Background: an optimization exercise with open tools, aiming at small area, a short achievable clock period and few clock cycles per item. Do not read the settings as production practice.
The RTL was checked by simulation tests, not by an equivalence proof against the original design.

== exp/pepper ==
Design julian_day_converter, start of the top module:
module julian_day_converter (
  input  logic                         clk,
  input  logic                         rst_n,
  input  logic                         in_tvalid,
  output logic                         in_tready,
  input  logic [jdc_pkg::TDATA_W-1:0]  in_tdata,
  input  logic                         in_tuser,
  output logic                         out_tvalid,
  input  logic                         out_tready,
  output logic [jdc_pkg::TDATA_W-1:0]  out_tdata,
  output logic                         out_tuser
);
Size: ~1200 cells after synthesis, roughly 100 I/O pins, ~12000 um2 of cells after synthesis.
==> flow/config.mk <==
export PLATFORM = sky130hd
export DESIGN_NAME = julian_day_converter
export DESIGN_NICKNAME = julian_day_converter
export VERILOG_FILES = /design/flow/design.v
export SDC_FILE = /design/flow/constraint.sdc
export NUM_CORES = 4
export LEC_CHECK = 0
export CAP_MARGIN = 20
export CORE_MARGIN = 2
export CORE_UTILIZATION = 40
export SETUP_SLACK_MARGIN = 2.0
export SLEW_MARGIN = 20
==> flow/constraint.sdc <==
create_clock -name core_clock -period 6.0 [get_ports {clk}]
set_input_delay 1.2000 -clock core_clock [delete_from_list [all_inputs] [get_ports {clk}]]
set_output_delay 1.2000 -clock core_clock [all_outputs]
set_load 0.01 [all_outputs]
standard.sh (not shown) runs the stock make flow with config.mk's settings and CLKGATE_MAP_FILE= SYNTH_SCRIPT=/design/flow/synth_recipe.tcl, a recipe that flattens the netlist after the stock synthesis.
==> flow/flow/run.sh <==
#!/bin/bash
# Standard layout with two changes:
# - port buffers are buf_1 instead of the flow's default pick, a slow delay
#   cell; every port still gets its buffer;
# - after the standard synthesis, flow/invopt.py chooses the output polarity
#   of each full-adder cell (a full adder is self-dual) so that fewer
#   inverters are needed between adder cells. Registers, ports and all other
#   cells are left as the standard synthesis made them.
set -euo pipefail
cp standard.sh standard_sh.txt
export BUFFER_PORTS_ARGS="-buffer_cell sky130_fd_sc_hd__buf_1"
R=orfs/results/sky130hd/julian_day_converter/base
bash standard.sh synth > standard_synth.log 2>&1
cp $R/1_2_yosys.v yosys_netlist_standard.v
python3 flow/invopt.py yosys_netlist_standard.v $R/1_2_yosys.v > invopt.log 2>&1
touch $R/1_2_yosys.v
bash standard.sh > standard.log 2>&1
Other scripts of this flow, unchanged in this note and not shown: flow/flow/invopt.py
Testbench counts of exp/pepper, summed over its fixed seeds: cycles 8,024, items 8,000.
## Diff of input files: exp/harbor against exp/pepper
- swapping 2.0 for 1.6 in SETUP_SLACK_MARGIN
Per the comparison of exp/harbor with exp/pepper, cell count after placement closely matched the old numbers, setup slack shows an increase of 4.0 ps, detailed-route vias per instance rose 0.46%, design area lower. Clock period minus worst slack: exp/harbor < exp/pepper. Looking at largest net degree at the start of global routing, exp/harbor sits 1 higher than exp/pepper does. Sum of met2 wire segment lengths after detailed routing is lower on exp/harbor. Number of ordinary and repair buffers in the finished layout: exp/pepper and exp/harbor compared, higher one is exp/pepper.
Input changes introduced in exp/onyx (baseline for comparison: exp/harbor):
- setting PLACE_DENSITY to 0.8 for the first time
- changing CORE_UTILIZATION from 40 to 70
- changing SETUP_SLACK_MARGIN from 1.6 to 1.0
## What came out
- exp/onyx went all the way through synthesis, placement and routing and the layout is clean on timing, DRC and antenna.
- Against exp/harbor as the reference, exp/onyx delivers a lower design area.
- On register-to-register slack: between exp/onyx and exp/harbor, it ends up higher for exp/harbor.
- Higher number of logic stages on the critical path including buffering was reported by exp/harbor, not exp/onyx.
- exp/harbor -> exp/onyx: critical path required time flat
- The final reports for exp/onyx and exp/harbor show critical path arrival higher in the former.
- Via count: exp/harbor vs exp/onyx, no meaningful difference
The inputs of exp/cedar differ from those of exp/onyx as listed below.
- PLACE_DENSITY removed (was 0.8)
- SETUP_SLACK_MARGIN changed from 1.0 to 0.5
- CORE_UTILIZATION changed from 70 to 40
[summary]
- Ratio of final minimum period to clock period delta for exp/cedar relative to exp/onyx: 6.1 points higher
- The worst slew margin relative to its limit of exp/cedar falls short of that of exp/onyx by 4.9 points.
- exp/cedar against exp/onyx: total via count in the routed design lower; critical path arrival increased 380 ps; number of non-clock buffers fell 31.
- Taking exp/onyx as the reference, in exp/cedar setup violation total in the final timing report roughly the same; final area lower.
- Between exp/cedar and exp/onyx, the clock skew does not differ in any meaningful way.
- | setup slack | exp/cedar vs exp/onyx | 370 ps lower |
- Every run (exp/cedar and exp/onyx) finished clean.

-- what the ideal ports hide --
The results above use ideal ports. As a check the final layouts listed here were re-extracted and re-timed, cells and wires unchanged.
Step 1 assumes that a clkbuf_16 drives the clock port and a buf_2 every other input.
Step 2, shift: input delay + t, output delay - t, t = (earliest + latest rising clock arrival at the registers) / 2. This alone moves slack from input paths to output paths.
a / b / c = ideal / step 1 / step 2; a / b = the first two.
run | t (ns) | setup WS [ns] | clock arrival spread, ns | worst slew at a driven data input, ns
exp/pepper | 0.403 | 1.152 / 1.165 / 0.761 | 0.008 / 0.009 | 0.05
exp/harbor | 0.396 | 1.156 / 1.165 / 0.770 | 0.010 / 0.011 | 0.05
exp/onyx | 0.393 | 1.126 / 1.149 / 0.757 | 0.013 / 0.013 | 0.05
exp/cedar | 0.405 | 0.757 / 0.757 / 0.445 | 0.013 / 0.012 | 0.04
After both steps every run listed still meets setup and hold. For exp/pepper, which loses most, drivers alone change the setup slack by +0.013 ns; drivers and shift together by -0.391 ns.
